This design comes from an exercise in tuning for small area, a short achievable clock period and few clock cycles per item on the open sky130 flow, not from production work.
For this run, only the layout was checked, not whether the RTL still works.

==> flow/design.v <==
`timescale 1ns / 1ps
`default_nettype none
package mer_pkg;
  localparam int PIX_W     = 13;
  localparam int CFG_IDX_W = 2;
  localparam logic [CFG_IDX_W-1:0] REG_CENTER_X = 2'd0;
  localparam logic [CFG_IDX_W-1:0] REG_CENTER_Y = 2'd1;
  localparam logic [CFG_IDX_W-1:0] REG_RADIUS_X = 2'd2;
  localparam logic [CFG_IDX_W-1:0] REG_RADIUS_Y = 2'd3;
  localparam logic [1:0] LAST_BEAT = 2'd3;
  typedef enum logic [1:0] {
    PH_DONE = 2'd0,
    PH_REG1 = 2'd1,
    PH_REG2 = 2'd2
  } mer_phase_e;
  typedef enum logic [3:0] {
    ST_IDLE,
    ST_RST_A,
    ST_RST_B,
    ST_RST_C,
    ST_RST_D,
    ST_EMIT,
    ST_FIN,
    ST_ADV,
    ST_CHK,
    ST_SW_A,
    ST_SW_B,
    ST_SW_C,
    ST_SW_D,
    ST_SW_E,
    ST_SW_F
  } mer_state_e;
  typedef enum logic [3:0] {
    OP_NOP,
    OP_MUL_RXRX,
    OP_MUL_RYRY,
    OP_MUL_RX2RY,
    OP_START,
    OP_EMIT,
    OP_FIN,
    OP_ADV,
    OP_MUL_TXTX,
    OP_MUL_RY2P,
    OP_MUL_TYTY,
    OP_MUL_RX2P,
    OP_MUL_RX2RY2,
    OP_SET_DEC
  } mer_op_e;
  typedef struct packed {
    mer_op_e    op;
    logic [1:0] beat;
  } mer_cmd_t;
  typedef struct packed {
    logic       out_free;
    logic       y_zero;
    logic       slope_ge;
    mer_phase_e phase;
  } mer_sts_t;
endpackage
`default_nettype wire
`timescale 1ns / 1ps
`default_nettype none
module midpoint_ellipse_rasterizer_top #(
  parameter int RADIUS_BITS = 10,
  parameter int COORD_BITS  = 11
) (
  input  wire logic                                   clk_i,
  input  wire logic                                   rst_ni,
  input  wire logic                                   cfg_we_i,
  input  wire logic [mer_pkg::CFG_IDX_W-1:0]          cfg_idx_i,
  input  wire logic [((COORD_BITS > RADIUS_BITS) ? COORD_BITS : RADIUS_BITS)-1:0] cfg_data_i,
  input  wire logic                                   in_valid_i,
  output logic                                        in_stall_o,
  input  wire logic                                   restart_i,
  output logic                                        out_valid_o,
  input  wire logic                                   out_stall_i,
  output logic signed [mer_pkg::PIX_W-1:0]            pixel_x_o,
  output logic signed [mer_pkg::PIX_W-1:0]            pixel_y_o,
  output logic                                        last_o,
  output logic                                        finished_o
);
  logic [10:0] cx_q, cy_q;
  logic [9:0]  rx_q, ry_q;
  always_ff @(posedge clk_i or negedge rst_ni) begin
    if (!rst_ni) begin
      cx_q <= 11'd200;
      cy_q <= 11'd200;
      rx_q <= 10'd150;
      ry_q <= 10'd50;
    end else if (cfg_we_i) begin
      case (cfg_idx_i)
        2'd0: cx_q <= cfg_data_i[10:0];
        2'd1: cy_q <= cfg_data_i[10:0];
        2'd2: rx_q <= cfg_data_i[9:0];
        2'd3: ry_q <= cfg_data_i[9:0];
        default: ;
      endcase
    end
  end
  logic        pend_q, pend_rs_q;      
  logic        step_q;                 
  logic        em_q;                   
  logic        em_fin_q;               
  logic [1:0]  bcnt_q;                 
  logic        none_q;                 
  logic        reg2_q;                 
  logic        out_valid_q;
  logic        pass_req_q;             
  logic        dec_valid_q;            
  logic        sw2_q, init1_q, init2_q;
  logic        rs_q, m1_q, m2_q;       
  logic [3:0]  mcnt_q;
  logic        step_a, sw1_a, sw2_a, i1_a, act_a;   
  logic        ka0, ka1, ka2, ka3;     
  logic        kb2;                    
  logic        step_b, sw1_b, sw2_b, i1_b, act_b, kb0, kb3;  
  logic [9:0]  x_q, y_q;
  logic [32:0] sx_q, sy_q;             
  logic [43:0] d_q;                    
  logic [19:0] rx2_q, ry2_q;
  logic        csx_q, csy_q;           
  logic        c1_q, cp_q;             
  logic        cmp_q;
  logic [10:0] wq, vq;                 
  logic        cw1_q, cw2_q;           
  logic        r1b, r2b;               
  logic        ven_q, cb0_q;           
  logic        da_q, db_q;             
  logic        ca_q, cb_q;             
  logic [12:0] pix_x_q, pix_y_q;
  logic        last_q, fin_q;
  logic out_free, em_final, load, commit, take, accept, none_next;
  assign out_free  = !out_valid_q || !out_stall_i;
  assign em_final  = em_fin_q || (bcnt_q == 2'd3);
  assign load      = em_q && out_free && (!em_final || em_fin_q || dec_valid_q);
  assign commit    = load && em_final;
  assign take      = pend_q && (!step_q || commit);
  assign accept    = in_valid_i && !pend_q;
  assign none_next = none_q || (commit && !em_fin_q && (y_q == 10'd0));
  logic        free_a, eng_idle, r1a, r2a;
  logic [19:0] rsel;
  logic [10:0] eight_ry2_a, eight_rx2_a, two_ry2_a, two_rx2_a, ry2_a, rx2_a, r4_a;
  logic [10:0] sxn_a, syn_a, sxh_a, syh_a;
  logic        csx_a, csy_a;
  assign free_a   = !act_a || ka3;
  assign eng_idle = !act_a && !act_b && !sw2_q;
  assign r1a      = step_a && !reg2_q;
  assign r2a      = step_a && reg2_q;
  assign rsel     = reg2_q ? rx2_q : ry2_q;
  assign eight_ry2_a = ({11{ka0}} & {ry2_q[7:0], 3'b000}) | ({11{ka1}} & ry2_q[18:8]) |
                       ({11{ka2}} & {10'd0, ry2_q[19]});
  assign eight_rx2_a = ({11{ka0}} & {rx2_q[7:0], 3'b000}) | ({11{ka1}} & rx2_q[18:8]) |
                       ({11{ka2}} & {10'd0, rx2_q[19]});
  assign two_ry2_a   = ({11{ka0}} & {ry2_q[9:0], 1'b0}) | ({11{ka1}} & {1'b0, ry2_q[19:10]});
  assign two_rx2_a   = ({11{ka0}} & {rx2_q[9:0], 1'b0}) | ({11{ka1}} & {1'b0, rx2_q[19:10]});
  assign ry2_a       = ({11{ka0}} & ry2_q[10:0]) | ({11{ka1}} & {2'b00, ry2_q[19:11]});
  assign rx2_a       = ({11{ka0}} & rx2_q[10:0]) | ({11{ka1}} & {2'b00, rx2_q[19:11]});
  assign r4_a        = ({11{ka0}} & {rsel[8:0], 2'b00}) | ({11{ka1}} & rsel[19:9]);
  logic [12:0] sxa_w, sya_w;
  assign sxa_w = {1'b0, sx_q[10:0], 1'b1} + {1'b0, eight_ry2_a, !ka0 && csx_q};
  assign sya_w = {1'b0, sy_q[10:0], 1'b1} + {1'b0, ~eight_rx2_a, ka0 || csy_q};
  assign csx_a = sxa_w[12];
  assign csy_a = sya_w[12];
  assign sxn_a = sxa_w[11:1];
  assign syn_a = sya_w[11:1];
  assign sxh_a = {sx_q[11] && !ka2, sx_q[10:1]} & {11{!ka3}};
  assign syh_a = {sy_q[11] && !ka2, sy_q[10:1]} & {11{!ka3}};
  logic [10:0] pa, qa, ra, v_n, w_n, ws, wm, wc;
  logic        wcin, cw_a;
  always_comb begin
    pa   = 11'd0;
    qa   = 11'd0;
    ra   = 11'd0;
    wcin = 1'b0;
    v_n  = 11'd0;
    if (r1a) begin
      pa  = sx_q[10:0] & {11{!ka3}};
      qa  = eight_ry2_a;
      ra  = r4_a;
      v_n = ka3 ? 11'h7ff : ~syn_a;
    end
    if (r2a) begin
      pa   = ~(sy_q[10:0] & {11{!ka3}});
      qa   = eight_rx2_a;
      ra   = r4_a;
      wcin = 1'b1;
      v_n  = ka3 ? 11'd0 : sxn_a;
    end
    if (sw1_a) begin
      pa   = ~sxh_a;
      qa   = rx2_a;
      wcin = 1'b1;
      v_n  = ~syh_a;
    end
    if (sw2_a) begin
      pa   = two_rx2_a;
      qa   = ~two_ry2_a;
      wcin = 1'b1;
      v_n  = ~ry2_a;
    end
    if (i1_a) begin
      ra  = r4_a;
    end
  end
  logic [12:0] w_w;
  assign ws   = pa ^ qa ^ ra;
  assign wm   = (pa & qa) | (pa & ra) | (qa & ra);
  assign wc   = {wm[9:0], ka0 ? wcin : cw1_q};
  assign w_w  = {1'b0, ws, 1'b1} + {1'b0, wc, !ka0 && cw2_q};
  assign w_n  = w_w[11:1];
  assign cw_a = w_w[12];
  logic [10:0] sxnew, synew, opv, dop, s1, m1, c1v, dsum;
  logic [12:0] cpa_w;
  logic        dco;
  assign sxnew = (r2b && da_q) ? vq : sx_q[32:22];
  assign synew = (r1b && db_q) ? ~vq : sy_q[32:22];
  assign opv   = ven_q ? vq : 11'd0;
  assign dop   = i1_b ? 11'd0 : d_q[10:0];
  assign s1    = dop ^ wq ^ opv;
  assign m1    = (dop & wq) | (dop & opv) | (wq & opv);
  assign c1v   = {m1[9:0], kb0 ? cb0_q : c1_q};
  assign cpa_w = {1'b0, s1, 1'b1} + {1'b0, c1v, !kb0 && cp_q};
  assign dsum  = cpa_w[11:1];
  assign dco   = cpa_w[12];
  logic [12:0] cmp_w;
  logic        sw_now;
  assign cmp_w  = {1'b0, sxnew, 1'b1} + {1'b0, ~synew, kb0 || cmp_q};
  assign sw_now = r1b && kb2 && cmp_w[12];
  logic reg2_n;
  logic       issue_sw1, issue_sw2, issue_i1, issue_i2, issue_step;
  always_comb begin
    issue_sw1  = 1'b0;
    issue_sw2  = 1'b0;
    issue_i1   = 1'b0;
    issue_i2   = 1'b0;
    issue_step = 1'b0;
    if (free_a) begin
      if (sw_now)          issue_sw1  = 1'b1;
      else if (sw2_q)      issue_sw2  = 1'b1;
      else if (init1_q)    issue_i1   = 1'b1;
      else if (init2_q)    issue_i2   = 1'b1;
      else if (pass_req_q) issue_step = 1'b1;
    end
  end
  logic da_n, db_n;
  assign da_n = (act_b && kb3) ? (!reg2_n || dsum[10]) : da_q;
  assign db_n = (act_b && kb3) ? (reg2_n || !dsum[10]) : db_q;
  assign reg2_n = reg2_q || issue_sw1;
  always_ff @(posedge clk_i or negedge rst_ni) begin
    if (!rst_ni) begin
      pend_q      <= 1'b0;
      pend_rs_q   <= 1'b0;
      step_q      <= 1'b0;
      em_q        <= 1'b0;
      em_fin_q    <= 1'b0;
      bcnt_q      <= 2'd0;
      none_q      <= 1'b1;
      reg2_q      <= 1'b0;
      out_valid_q <= 1'b0;
      pass_req_q  <= 1'b0;
      dec_valid_q <= 1'b0;
      sw2_q       <= 1'b0;
      init1_q     <= 1'b0;
      init2_q     <= 1'b0;
      rs_q        <= 1'b0;
      m1_q        <= 1'b0;
      m2_q        <= 1'b0;
      mcnt_q      <= 4'd0;
      step_a      <= 1'b0;
      sw1_a       <= 1'b0;
      sw2_a       <= 1'b0;
      i1_a        <= 1'b0;
      act_a       <= 1'b0;
      ka0         <= 1'b1;
      ka1         <= 1'b0;
      ka2         <= 1'b0;
      ka3         <= 1'b0;
      step_b      <= 1'b0;
      r1b         <= 1'b0;
      r2b         <= 1'b0;
      sw1_b       <= 1'b0;
      sw2_b       <= 1'b0;
      i1_b        <= 1'b0;
      act_b       <= 1'b0;
      kb0         <= 1'b0;
      kb3         <= 1'b0;
      kb2         <= 1'b0;
    end else begin
      out_valid_q <= load || (out_valid_q && out_stall_i);
      none_q      <= none_next;
      reg2_q      <= reg2_n;
      if (free_a) begin
        step_a <= issue_step;
        sw1_a  <= issue_sw1 || issue_i2;
        sw2_a  <= issue_sw2;
        i1_a   <= issue_i1;
        act_a  <= issue_sw1 || issue_sw2 || issue_i1 || issue_i2 || issue_step;
      end
      ka0         <= free_a;
      ka1         <= !free_a && ka0;
      ka2         <= !free_a && ka1;
      ka3         <= !free_a && ka2;
      step_b      <= step_a;
      r1b         <= r1a;
      r2b         <= r2a;
      sw1_b       <= sw1_a;
      sw2_b       <= sw2_a;
      i1_b        <= i1_a;
      act_b       <= act_a;
      kb2         <= ka2;
      kb0         <= ka0;
      kb3         <= ka3;
      if (accept) begin
        pend_q    <= 1'b1;
        pend_rs_q <= restart_i;
      end else if (take) begin
        pend_q    <= 1'b0;
      end
      if (load) bcnt_q <= bcnt_q + 2'd1;
      if (commit) begin
        step_q <= 1'b0;
        em_q   <= 1'b0;
      end
      if (issue_sw1) sw2_q <= 1'b1;
      if (issue_sw2) sw2_q <= 1'b0;
      if (issue_i1) init1_q <= 1'b0;
      if (issue_i2) begin
        init2_q    <= 1'b0;
        pass_req_q <= 1'b1;
      end
      if (issue_step) pass_req_q <= 1'b0;
      if (step_b && kb0) dec_valid_q <= 1'b1;
      if (rs_q) begin
          if (eng_idle) begin
            rs_q     <= 1'b0;
            m1_q     <= 1'b1;
            mcnt_q   <= 4'd0;
            em_q     <= 1'b1;
            em_fin_q <= 1'b0;
            bcnt_q   <= 2'd0;
            none_q   <= 1'b0;
            reg2_q   <= 1'b0;
          end
      end
      if (m1_q) begin
          mcnt_q <= mcnt_q + 4'd1;
          if (mcnt_q == 4'd9) begin
            m1_q    <= 1'b0;
            m2_q    <= 1'b1;
            mcnt_q  <= 4'd0;
            init1_q <= 1'b1;
          end
      end
      if (m2_q) begin
          mcnt_q <= mcnt_q + 4'd1;
          if (mcnt_q == 4'd9) begin
            m2_q    <= 1'b0;
            init2_q <= 1'b1;
          end
      end
      if (take) begin
        step_q      <= 1'b1;
        bcnt_q      <= 2'd0;
        dec_valid_q <= 1'b0;
        if (pend_rs_q) begin
          rs_q       <= 1'b1;
          m1_q       <= 1'b0;
          m2_q       <= 1'b0;
          em_q       <= 1'b0;
          pass_req_q <= 1'b0;
          init1_q    <= 1'b0;
          init2_q    <= 1'b0;
        end else begin
          em_q       <= 1'b1;
          em_fin_q   <= none_next;
          pass_req_q <= !none_next;
        end
      end
    end
  end
  logic [10:0] msx, msy;
  logic [23:0] msp;
  assign msx = {1'b0, rx2_q[19:10]} + (rx2_q[0] ? {1'b0, rx_q} : 11'd0);
  assign msy = {1'b0, ry2_q[19:10]} + (ry2_q[0] ? {1'b0, ry_q} : 11'd0);
  assign msp = {1'b0, sy_q[32:10]} + (sy_q[0] ? {1'b0, rx2_q, 3'b000} : 24'd0);
  logic rot_x, wb_x, rot_y, wb_y, ins_x, ins_y;
  logic [10:0] insv_x;
  assign rot_x  = act_a && !ka3;
  assign wb_x   = act_b && !kb3;
  assign rot_y  = rot_x && !i1_a;
  assign wb_y   = wb_x && !i1_b;
  assign ins_x  = r1a || i1_a;
  assign ins_y  = r2a;
  assign insv_x = i1_a ? 11'd0 : sxn_a;
  logic rs_go;
  assign rs_go = rs_q && eng_idle;
  always_ff @(posedge clk_i) begin
    csx_q <= csx_a;
    csy_q <= csy_a;
    cw1_q <= wm[10];
    cw2_q <= cw_a;
    wq    <= w_n;
    vq    <= v_n;
    c1_q  <= m1[10];
    cp_q  <= dco;
    cmp_q <= cmp_w[12];
    if (act_b) d_q <= {dsum, d_q[43:11]};
    da_q  <= da_n;
    db_q  <= db_n;
    ven_q <= r1a ? db_n : r2a ? da_n : 1'b1;
    cb0_q <= (r1a && db_n) || sw1_a;
    if (step_b && kb0) begin
      ca_q <= da_q;
      cb_q <= db_q;
    end
    if (rot_x) begin
      sx_q <= {ins_x ? insv_x : sx_q[10:0], wb_x ? sxnew : sx_q[32:22], sx_q[21:11]};
    end else if (wb_x) begin
      sx_q[32:22] <= sxnew;
    end
    if (m2_q) begin
      sy_q <= {msp, sy_q[9:1]};
    end else if (m1_q && mcnt_q == 4'd9) begin
      sy_q <= {23'd0, ry_q};
    end else if (rot_y) begin
      sy_q <= {ins_y ? syn_a : sy_q[10:0], wb_y ? synew : sy_q[32:22], sy_q[21:11]};
    end else if (wb_y) begin
      sy_q[32:22] <= synew;
    end
    if (rs_go) begin
      rx2_q <= {10'd0, rx_q};
      ry2_q <= {10'd0, ry_q};
      x_q   <= 10'd0;
      y_q   <= ry_q;
    end else begin
      if (m1_q) begin
        rx2_q <= {msx, rx2_q[9:1]};
        ry2_q <= {msy, ry2_q[9:1]};
      end
      if (commit && !em_fin_q) begin
        x_q <= x_q + {9'd0, ca_q};
        y_q <= y_q - {9'd0, cb_q};
      end
    end
  end
  logic        xsub, ysub;
  logic [14:0] pxw, pyw;
  assign xsub = bcnt_q[0];
  assign ysub = (bcnt_q == 2'd1) || (bcnt_q == 2'd2);
  assign pxw  = {1'b0, 2'b00, cx_q, 1'b1} + {1'b0, {13{xsub}} ^ {3'b000, x_q}, xsub};
  assign pyw  = {1'b0, 2'b00, cy_q, 1'b1} + {1'b0, {13{ysub}} ^ {3'b000, y_q}, ysub};
  always_ff @(posedge clk_i) begin
    if (load) begin
      pix_x_q <= em_fin_q ? 13'd0 : pxw[13:1];
      pix_y_q <= em_fin_q ? 13'd0 : pyw[13:1];
      last_q  <= em_final;
      fin_q   <= em_fin_q;
    end
  end
  assign in_stall_o  = pend_q;
  assign out_valid_o = out_valid_q;
  assign pixel_x_o   = pix_x_q;
  assign pixel_y_o   = pix_y_q;
  assign last_o      = last_q;
  assign finished_o  = fin_q;
endmodule
`default_nettype wire
==> flow/flow/run.sh <==
#!/bin/bash
set -euo pipefail
bash standard.sh SETUP_SLACK_MARGIN=6.8 finish > standard_flow.log 2>&1
==> flow/standard.sh <==
#!/bin/bash
# synth_recipe.tcl (not shown) runs the flow's synth.tcl, then flattens the netlist and writes it again
# the make line also repeats each setting of config.mk as NAME=value (left out here)
make -C /OpenROAD-flow-scripts/flow DESIGN_CONFIG=/design/flow/config.mk WORK_HOME=/design/flow/orfs CLKGATE_MAP_FILE= SYNTH_SCRIPT=/design/flow/synth_recipe.tcl "${@:-finish}"
==> flow/config.mk <==
export PLATFORM = sky130hd
export DESIGN_NAME = midpoint_ellipse_rasterizer_top
export DESIGN_NICKNAME = midpoint_ellipse_rasterizer_top
export VERILOG_FILES = /design/flow/design.v
export SDC_FILE = /design/flow/constraint.sdc
export NUM_CORES = 4
export LEC_CHECK = 0
export CAP_MARGIN = 20
export CORE_MARGIN = 2
export CORE_UTILIZATION = 40
export CTS_CLUSTER_DIAMETER = 70
export CTS_CLUSTER_SIZE = 20
export SETUP_SLACK_MARGIN = 5
export SLEW_MARGIN = 20
==> flow/constraint.sdc <==
create_clock -name core_clock -period 10.0 [get_ports {clk_i}]
set_input_delay 2.0000 -clock core_clock [delete_from_list [all_inputs] [get_ports {clk_i}]]
set_output_delay 2.0000 -clock core_clock [all_outputs]
set_load 0.01 [all_outputs]
==> run notes <==
per-layer routing:
metal | share of wire [%] | vias to the layer above | wire, µm
met5 | 0 | - | 0
met4 | 3.3 | 0 | 2000
met3 | 5.9 | 104 | 3598
met2 | 47 | 509 | 28440
met1 | 44 | 7837 | 26440
li1 | - | 7467 | -
Yosys cell counts (5+ instances only):
master,count
nand2_1,253
nor2_1,168
o21ai_0,150
edfxtp_1,148
a21oi_1,132
ha_1,126
inv_1,125
dfxtp_1,85
clkbuf_1,70
dfrtp_1,66
mux2_2,59
xor2_1,57
and2_1,51
xnor2_1,44
mux2i_1,34
nand2b_1,33
fa_1,29
nand3_1,28
nor3_1,28
a21o_1,27
nor2b_1,27
o21a_1,23
o211ai_1,22
a22oi_1,20
a211oi_1,18
o31ai_1,17
a22o_1,16
dfstp_2,15
o22ai_1,14
and3_1,13
buf_1,12
nand3b_1,10
a31oi_1,8
o21bai_1,8
nand4_1,7
a211o_1,6
nor3b_1,6
nor4_1,6
o211a_1,6
a21boi_0,5
a221oi_1,5
buf_2,5
o41ai_1,5
or2_2,5
or3_1,5
state kept, by name, summed over array words and instances, names as in the netlist, 2 cells and up:
name / count
d_q: 44
sx_q: 33
sy_q: 33
rx2_q: 20
ry2_q: 20
pix_x_q: 13
pix_y_q: 13
cx_q: 11
cy_q: 11
vq: 11
wq: 11
rx_q: 10
ry_q: 10
x_q: 10
y_q: 10
mcnt_q: 4
bcnt_q: 2
final timing paths:
check / startpoint / cells past startpoint / end
hold / removal: d_q[38] / 0 / d_q[27]
setup reg to reg: ka1 / 12 / wq[10]
min in group asynchronous: rst_ni / 1 / rx_q[5]
max in group asynchronous: rst_ni / 2 / bcnt_q[0]
hold reg to reg: d_q[38] / 0 / d_q[27]
setup / recovery: ka1 / 12 / wq[10]
area by class of cell:
type,instances,area [µm²],share of cell area [%]
multi-input combinational,1535,11010,49.13
clock inverter,23,276.5,1.234
inverter,125,485.5,2.166
timing repair inverter,2,12.51,0.05583
sequential,314,8220,36.68
tap,615,769.5,3.433
timing repair buffer,114,900.9,4.020
clock buffer,31,733.2,3.272
antenna,1,2.502,0.01117
what timing repair did:
item / CTS / global route
endpoints found under the setup margin: 139 / 75
gates cloned: 3 / 0
pin swaps: 23 / 14
endpoints found under the hold margin: 0 / 0
gates resized for setup: 206 / 49
setup buffers: 39 / 13
stage by stage:
step	instances	util (%)	setup slack (ns)
after floorplan	2062	-	6.713
after global placement	2650	42.86	5.651
after detailed placement	2650	42.86	5.593
after CTS	2746	46.06	6.510
after global routing	2759	46.74	6.340
final	2760	46.74	6.488
cell families (layout without fill, tap and decap cells):
logic type,count (synthesis),after routing
muxes,93,93
adders and majority gates,155,155
other,0,1
xor gates and xnor gates,101,101
buffers and inverters,213,295
AOI/OAI and AO/OA,529,529
and+or+nand+nor,657,657
DFF,314,314
==> impl_metrics.py <==
metrics = {
    "yosys": {
        "synth_top_cell_area_share_pct": 22.79,
        "ys_ff_latch": 314,
        "yosys_warnings": 1,
        "post_synth_mux_area_share_pct": 5.151,
        "synth_compound_area_share_pct": 17.44,
        "yosys.area_share.simple_pct": 15.67,
        "synth_top_family_by_area": "compound AO/OA/AOI/OAI gates",
        "synth_xor_area_share_pct": 4.536,
        "synth_area_leader_cell": "edfxtp_1",
        "ys.flop_type": "edfxtp_1",
        "async_flop_share_pct": 25.80,
        "synth_area_leaders": "edfxtp_1, dfxtp_1, dfrtp_1",
        "synth_area_um2": 19500,
        "synth_edf_count": 148,
        "synth_cells": 2062,
        "synth.distinct_cells": 82,
        "synth_fp_nets": 2236,
        "synth_fa_ha_area_share_pct": 11.06,
        "avgSynthCellArea_um2": 9.459,
        "yosysSeqAreaShare_pct": 42.00,
    },
    "grt": {
        "met1_usage_pct": 32.10,
        "grt_pass1_vias": 15313,
        "grt_max_degree": 65,
        "use_met2_pct": 39.39,
        "top_usage_layer": "met2",
        "grt_pass1_wl_um": 92240,
        "overflow": 0,
        "track_usage_pct": 23.69,
        "grt_util_met3_pct": 3.305,
        "antenna_found_initial": 0,
    },
    "floorplanning": {
        "initial_utilization_pct": 40.68,
        "ioPinCount": 49,
        "chipWidth_um": 224.8,
        "die_h_um": 224.8,
        "core_area_um2": 47950,
        "rows": 80,
        "die_area_um2": 50540,
    },
    "worst_setup_path": {
        "required_ns": 10.54,
        "cpLargestDelayFamily": "adder cells",
        "cpPeakStageDelay_ns": 0.55,
        "r2r_setup_slack_ns": 6.49,
        "cp-end-kind": "flip-flop",
        "critPathMaxFanout": 14,
        "crit_type": "reg -> reg",
        "crit_buf_inv": 3,
        "cp-start-kind": "flip-flop",
        "crit_slowest_cell": "fa_1",
        "worstPathArrival_ns": 4.05,
        "path_cells": "buf_6, buf_4, a22o_1, and2_1, o21bai_1, fa_1, inv_1, ha_1, a21oi_1, a21oi_2, or4_1, nand4_1",
    },
    "clock_network": {
        "clockBufferDepth": 3,
        "cts_htree_levels": 1,
        "root_buffer": "clkbuf_16",
        "cts_tree": "yes",
        "cts_buffers": 29,
        "clk_pin_slew_ns": 0.08,
        "clock_sinks": 314,
        "cts_hold_buf": 0,
        "clkLatencyLatePin_ns": 0.63,
    },
    "finish": {
        "fillCellCount": 4513,
        "mostFrequentLayoutCell": "nand2_1",
        "fin_area_um2": 22410,
        "area_growth_pct": 14.91,
        "drive_gt1_share_pct": 15.58,
        "nets": 2295,
        "most-common-layout-cells": "nand2_1, nor2_1, edfxtp_1",
    },
    "detailed_routing": {
        "drt_wl_total_um": 60480,
        "drc": 0,
        "routed-via-count": 15917,
        "drt.antenna.violating_nets": 0,
        "drt_first_pass_iters": 6,
        "viasPerCell": 5.767,
        "drt-wirelength-per-cell_um": 21.91,
        "drt_iter0_markers": 1545,
    },
    "timing": {
        "setup-tns-final_ns": 0,
        "clock.fmax_mhz": 284.7,
        "worst_pin_slew_ns": 1.119,
        "hold_viol": 0,
        "rsz0062_at_grt": "true",
        "fin_crit_sh_pct": 35.12,
        "finalSetupViolCount": 0,
        "slew_headroom_pct": 25.21,
        "post-route-min-period_ns": 3.512,
        "whs_ns": 0.4193,
        "skew_ns": 0.03929,
        "final_max_slew_viol_count": 0,
    },
    "place": {
        "io_buffers": 48,
        "dp_hpwl_um": 43860,
        "gp_congestion": 0.9820,
        "place_area_um2": 20550,
    },
    "run_status": {
        "status": "complete, no violations",
    },
    "hold_path": {
        "worst_hold_path_type": "reg -> reg",
    },
    "flow_run": {
        "drv_cap": 0,
    },
}

## static timing again, ports no longer ideal
In the flow no input, the clock included, has a driving cell. The finished layout below was timed again as built, in two steps.
Step 1 (the two cells are an assumption about what drives the block):
set clk [get_ports {clk_i}]
set_driving_cell -lib_cell sky130_fd_sc_hd__clkbuf_16 $clk
set_driving_cell -lib_cell sky130_fd_sc_hd__buf_2 [delete_from_list [all_inputs] $clk]
Step 2 adds t to the input delays and takes it off the output delays; t is the mean of the earliest and latest rising clock arrival at the registers after step 1. Input paths then give back, and output paths get back, about the clock's delay inside the block.
a / b / c = ideal / step 1 / step 2; a / b = the first two.
shift t [ns]: 0.661
setup slack, ns: 6.488 / 6.488 / 6.329
latest minus earliest clock arrival (ns): 0.041 / 0.041
After both steps this run still meets setup and hold. The setup slack of this run moves by 0.000 ns with the drivers and by -0.159 ns with both steps.
